This is an optimization exercise on Yosys and OpenROAD, whose aim is small area, a short achievable clock period and few clock cycles per item, not a production implementation.
Only simulation tests tie the RTL to the original design; equivalence was not proved.
No activity file was given, so power comes from the tool's default toggle rates.

==> 10-09: inputs <==
Design int8_zero_point_matvec_core, start of the top module:
module int8_zero_point_matvec_core #(
  parameter int MAX_COLUMNS = zpmv_pkg::MAX_COLUMNS_DEF,
  parameter int MAX_ROWS    = zpmv_pkg::MAX_ROWS_DEF
) (
  input  logic                            clk,
  input  logic                            rst,
  input  logic                            in_valid,
  output logic                            in_ready,
  input  logic                            in_mode,
  input  logic signed [7:0]               in_value,
  input  logic [7:0]                      in_vector_index,
  output logic                            out_valid,
  input  logic                            out_ready,
  output logic signed [15:0]              out_row_sum,
  output logic [7:0]                      out_row_number,
  output logic                            out_last_row,
  input  logic                            psel,
  input  logic                            penable,
  input  logic                            pwrite,
  input  logic [zpmv_pkg::CFG_ADDR_W-1:0] paddr,
  input  logic [zpmv_pkg::CFG_DATA_W-1:0] pwdata,
  output logic [zpmv_pkg::CFG_DATA_W-1:0] prdata,
  output logic                            pready
);
make LEC_CHECK=0 ABC_CLOCK_PERIOD_IN_PS=2200 CAP_MARGIN=20 CORE_MARGIN=2 CORE_UTILIZATION=40 SETUP_SLACK_MARGIN=2.2 SLEW_MARGIN=20 finish   # period 4.6 ns
run.sh (not shown) runs the stock make flow with config.mk's settings and CLKGATE_MAP_FILE= SYNTH_SCRIPT=/design/flow/synth_recipe.tcl, a recipe that flattens the netlist after the stock synthesis.
==> 04-21: changes against 10-09 <==
--- a/flow/design.v
+++ b/flow/design.v
@@ -12,20 +12,19 @@
   input  logic                            psel,
   input  logic                            penable,
   input  logic                            pwrite,
   input  logic [zpmv_pkg::CFG_ADDR_W-1:0] paddr,
   input  logic [zpmv_pkg::CFG_DATA_W-1:0] pwdata,
   output logic [zpmv_pkg::CFG_DATA_W-1:0] prdata,
   output logic                            pready,
-  output logic [7:0]                      zp_d,      
+  output logic [7:0]                      zero_point,
   output logic [7:0]                      cm1_d,     
   output logic [7:0]                      rm1_d      
 );
   logic       wr;
-  logic [7:0] zero_point;
   logic [8:0] rows_in_use;
   logic [8:0] columns_in_use;
   assign pready = 1'b1;
   assign wr     = psel && penable && pwrite;
   always_ff @(posedge clk) begin
     if (rst) begin
       zero_point     <= 8'd0;
@@ -49,70 +48,76 @@
     endcase
   end
   logic [8:0] cols_m1;
   logic [8:0] rows_m1;
   assign cols_m1 = columns_in_use - 9'd1;
   assign rows_m1 = rows_in_use - 9'd1;
   always_ff @(posedge clk) begin
-    zp_d  <= zero_point;
     cm1_d <= (columns_in_use == 9'd0) ? 8'd0 : columns_in_use[8] ? 8'd255 : cols_m1[7:0];
     rm1_d <= (rows_in_use == 9'd0) ? 8'd0 : rows_in_use[8] ? 8'd255 : rows_m1[7:0];
   end
 endmodule
 module zpmv_seq (
   input  logic        clk,
   input  logic        rst,
   input  logic        in_valid,
   output logic        in_ready,
   input  logic        in_mode,
   input  logic [7:0]  in_value,
   input  logic [7:0]  in_vector_index,
   input  logic        res_taken,           
-  input  logic [7:0]  zp_d,
+  input  logic [7:0]  zero_point,          
   input  logic [7:0]  cm1_d,
   input  logic [7:0]  rm1_d,
-  output logic        mem_we,
-  output logic [7:0]  mem_waddr,
+  output logic [15:0] mem_we_hi,
+  output logic [15:0] mem_we_lo,
   output logic [7:0]  mem_wdata,
-  output logic [7:0]  mem_raddr,
+  output logic [15:0] mem_rd_hi,
+  output logic [15:0] mem_rd_lo,
   output logic        s1_valid,
   output logic [7:0]  s1_weight,
   output logic        s1_end,
   output logic [7:0]  s1_row,
   output logic        s1_last
 );
   localparam int CR_W = $clog2(zpmv_pkg::RES_SLOTS + 1);
-  logic            s0_valid;
-  logic            s0_mode;
+  logic            take;
+  logic            s0_weight;
   logic [7:0]      s0_value;
-  logic [7:0]      s0_index;
   logic [7:0]      col_pos;
   logic [7:0]      row_pos;
+  logic [15:0]     col_hi;
+  logic [15:0]     col_lo;
   logic            col_end;
   logic            row_end;
-  logic            s0_weight;
   logic            take_w;
   logic            refund;
   logic [CR_W-1:0] credits;
   logic [CR_W-1:0] credits_nx;
+  assign take   = in_valid && in_ready;
+  assign take_w = take && in_mode;
   always_ff @(posedge clk) begin
-    s0_mode  <= in_mode;
-    s0_value <= in_value;
-    s0_index <= in_vector_index;
+    s0_value  <= in_value;
+    mem_wdata <= in_value - zero_point;
+    for (int i = 0; i < 16; i++) begin
+      mem_we_lo[i] <= in_vector_index[3:0] == 4'(i);
+    end
   end
   always_ff @(posedge clk) begin
     if (rst) begin
-      s0_valid <= 1'b0;
+      s0_weight <= 1'b0;
+      mem_we_hi <= '0;
     end else begin
-      s0_valid <= in_valid && in_ready;
+      s0_weight <= take_w;
+      for (int i = 0; i < 16; i++) begin
+        mem_we_hi[i] <= take && !in_mode && in_vector_index[7:4] == 4'(i);
+      end
     end
   end
-  assign take_w    = in_valid && in_ready && in_mode;
-  assign s0_weight = s0_valid && s0_mode;
-  assign refund    = s0_weight && !col_end;
+  assign refund = s0_weight && !col_end;
   always_comb begin
     credits_nx = credits;
     if (take_w)    credits_nx = credits_nx - CR_W'(1);
     if (refund)    credits_nx = credits_nx + CR_W'(1);
     if (res_taken) credits_nx = credits_nx + CR_W'(1);
   end
   always_ff @(posedge clk) begin
@@ -125,60 +130,80 @@
     end
   end
   assign col_end = col_pos >= cm1_d;
   assign row_end = row_pos >= rm1_d;
   always_ff @(posedge clk) begin
     if (rst) begin
       col_pos <= '0;
+      col_hi  <= 16'd1;
+      col_lo  <= 16'd1;
       row_pos <= '0;
     end else if (s0_weight) begin
       if (!col_end) begin
         col_pos <= col_pos + 8'd1;
+        col_lo  <= {col_lo[14:0], col_lo[15]};
+        if (col_lo[15]) begin
+          col_hi <= {col_hi[14:0], col_hi[15]};
+        end
       end else begin
         col_pos <= '0;
+        col_hi  <= 16'd1;
+        col_lo  <= 16'd1;
         row_pos <= row_end ? 8'd0 : row_pos + 8'd1;
       end
     end
   end
-  assign mem_we    = s0_valid && !s0_mode;
-  assign mem_waddr = s0_index;
-  assign mem_wdata = s0_value - zp_d;
-  assign mem_raddr = col_pos;
+  assign mem_rd_hi = col_hi;
+  assign mem_rd_lo = col_lo;
   always_ff @(posedge clk) begin
     if (rst) begin
       s1_valid <= 1'b0;
     end else begin
       s1_valid <= s0_weight;
     end
   end
   always_ff @(posedge clk) begin
     s1_weight <= s0_value;
     s1_end    <= col_end;
     s1_row    <= row_pos;
     s1_last   <= row_end;
   end
 endmodule
-module zpmv_vec_mem #(
-  parameter int DEPTH  = zpmv_pkg::MAX_COLUMNS_DEF,
-  parameter int ADDR_W = (DEPTH > 1) ? $clog2(DEPTH) : 1
-) (
-  input  logic              clk,
-  input  logic              we,
-  input  logic [ADDR_W-1:0] waddr,
-  input  logic [7:0]        wdata,
-  input  logic [ADDR_W-1:0] raddr,
-  output logic [7:0]        rdata
+module zpmv_vec_mem (
+  input  logic        clk,
+  input  logic [15:0] we_hi,      
+  input  logic [15:0] we_lo,      
+  input  logic [7:0]  wdata,
+  input  logic [15:0] rd_hi,      
+  input  logic [15:0] rd_lo,      
+  output logic [7:0]  rdata
 );
-  logic [7:0] mem [DEPTH];
+  logic [255:0][7:0] mem;
+  logic [15:0][7:0]  grp;
   always_ff @(posedge clk) begin
-    if (we) begin
-      mem[waddr] <= wdata;
+    for (int h = 0; h < 16; h++) begin
+      for (int l = 0; l < 16; l++) begin
+        if (we_hi[h] && we_lo[l]) begin
+          mem[h*16+l] <= wdata;
+        end
+      end
+    end
+  end
+  always_comb begin
+    for (int h = 0; h < 16; h++) begin
+      grp[h] = '0;
+      for (int l = 0; l < 16; l++) begin
+        grp[h] = grp[h] | ({8{rd_lo[l]}} & mem[h*16+l]);
+      end
+    end
+    rdata = '0;
+    for (int h = 0; h < 16; h++) begin
+      rdata = rdata | ({8{rd_hi[h]}} & grp[h]);
     end
   end
-  assign rdata = mem[raddr];
 endmodule
 module zpmv_mac (
   input  logic        clk,
   input  logic        rst,
   input  logic        s1_valid,
   input  logic [7:0]  s1_weight,
   input  logic [7:0]  s1_rdata,
@@ -837,22 +862,23 @@
   input  logic                            penable,
   input  logic                            pwrite,
   input  logic [zpmv_pkg::CFG_ADDR_W-1:0] paddr,
   input  logic [zpmv_pkg::CFG_DATA_W-1:0] pwdata,
   output logic [zpmv_pkg::CFG_DATA_W-1:0] prdata,
   output logic                            pready
 );
-  logic [7:0]  zp_d;
+  logic [7:0]  zero_point;
   logic [7:0]  cm1_d;
   logic [7:0]  rm1_d;
   logic        res_taken;
-  logic        mem_we;
-  logic [7:0]  mem_waddr;
+  logic [15:0] mem_we_hi;
+  logic [15:0] mem_we_lo;
   logic [7:0]  mem_wdata;
-  logic [7:0]  mem_raddr;
+  logic [15:0] mem_rd_hi;
+  logic [15:0] mem_rd_lo;
   logic [7:0]  mem_rdata;
   logic        s1_valid;
   logic [7:0]  s1_weight;
   logic        s1_end;
   logic [7:0]  s1_row;
   logic        s1_last;
   logic [7:0]  s1_rdata;
@@ -862,46 +888,48 @@
     .psel    (psel),
     .penable (penable),
     .pwrite  (pwrite),
     .paddr   (paddr),
     .pwdata  (pwdata),
     .prdata  (prdata),
     .pready  (pready),
-    .zp_d    (zp_d),
+    .zero_point (zero_point),
     .cm1_d   (cm1_d),
     .rm1_d   (rm1_d)
   );
   zpmv_seq u_seq (
     .clk             (clk),
     .rst             (rst),
     .in_valid        (in_valid),
     .in_ready        (in_ready),
     .in_mode         (in_mode),
     .in_value        (in_value),
     .in_vector_index (in_vector_index),
     .res_taken       (res_taken),
-    .zp_d            (zp_d),
+    .zero_point      (zero_point),
     .cm1_d           (cm1_d),
     .rm1_d           (rm1_d),
-    .mem_we          (mem_we),
-    .mem_waddr       (mem_waddr),
+    .mem_we_hi       (mem_we_hi),
+    .mem_we_lo       (mem_we_lo),
     .mem_wdata       (mem_wdata),
-    .mem_raddr       (mem_raddr),
+    .mem_rd_hi       (mem_rd_hi),
+    .mem_rd_lo       (mem_rd_lo),
     .s1_valid        (s1_valid),
     .s1_weight       (s1_weight),
     .s1_end          (s1_end),
     .s1_row          (s1_row),
     .s1_last         (s1_last)
   );
   zpmv_vec_mem u_mem (
     .clk   (clk),
-    .we    (mem_we),
-    .waddr (mem_waddr),
+    .we_hi (mem_we_hi),
+    .we_lo (mem_we_lo),
     .wdata (mem_wdata),
-    .raddr (mem_raddr),
+    .rd_hi (mem_rd_hi),
+    .rd_lo (mem_rd_lo),
     .rdata (mem_rdata)
   );
   always_ff @(posedge clk) begin
     s1_rdata <= mem_rdata;
   end
   zpmv_mac u_mac (
     .clk        (clk),
ABC_CLOCK_PERIOD_IN_PS = 3000   (was 2200)
SETUP_SLACK_MARGIN = 1.5   (was 2.2)
==> qor summary <==
| item | 04-21 | 10-09 |
|---|---|---|
| Net count, final | 5,549 | 5,322 |
| Fraction of area in multi-input gates | 0.179 | 0.221 |
| Flip-flop and latch count after synthesis | 2,389 | 2,334 |
| Antenna diode count | 31 | 2 |
| DRC marker count from the first detailed-route iteration | 6,871 | 5,033 |
| Sequential cell fraction of total power | 0.547 | 0.517 |
| Cell area after layout | 101,000 sq um | 114,000 sq um |
| Utilization of the core after routing | 0.457 | 0.501 |
| Fraction of final layout cells sized beyond drive strength 1 | 0.0996 | 0.374 |
| Setup slack after placement | 0.778 ns | 0.730 ns |
| Total track usage | 0.225 | 0.197 |
| Count of plain and timing-repair buffers in the layout | 215 | 548 |
| Status | no timing/DRC/antenna violations | no timing/DRC/antenna violations |
Testbench counts of 10-09, summed over its fixed seeds: cycles 126,983, items 126,647.
Testbench counts of 04-21, summed over its fixed seeds: cycles 126,983, items 126,647.

separate check: timing with driven ports:
No port has a modelled driver above. Below, the same layouts with a new extraction and two added sets of constraints.
Step 1, drivers: a clkbuf_16 drives clk and a buf_2 each remaining input, both assumed.
Step 2, shift: input delay + t, output delay - t, t = (earliest + latest rising clock arrival at the registers) / 2. This alone moves slack from input paths to output paths.
Slacks: ideal ports / drivers / drivers and shift; pairs: ideal ports / drivers.
| run | t, ns | setup WS [ns] | cell pins on the clock port's net |
|---|---|---|---|
| 10-09 | 0.961 | 1.550 / 1.550 / 1.440 | 1 |
| 04-21 | 0.934 | 1.415 / 1.415 / 1.276 | 1 |
After both steps setup and hold are still met in every run listed. The setup slack of 04-21, which loses most, moves by 0.000 ns with the drivers and by -0.139 ns with both steps.
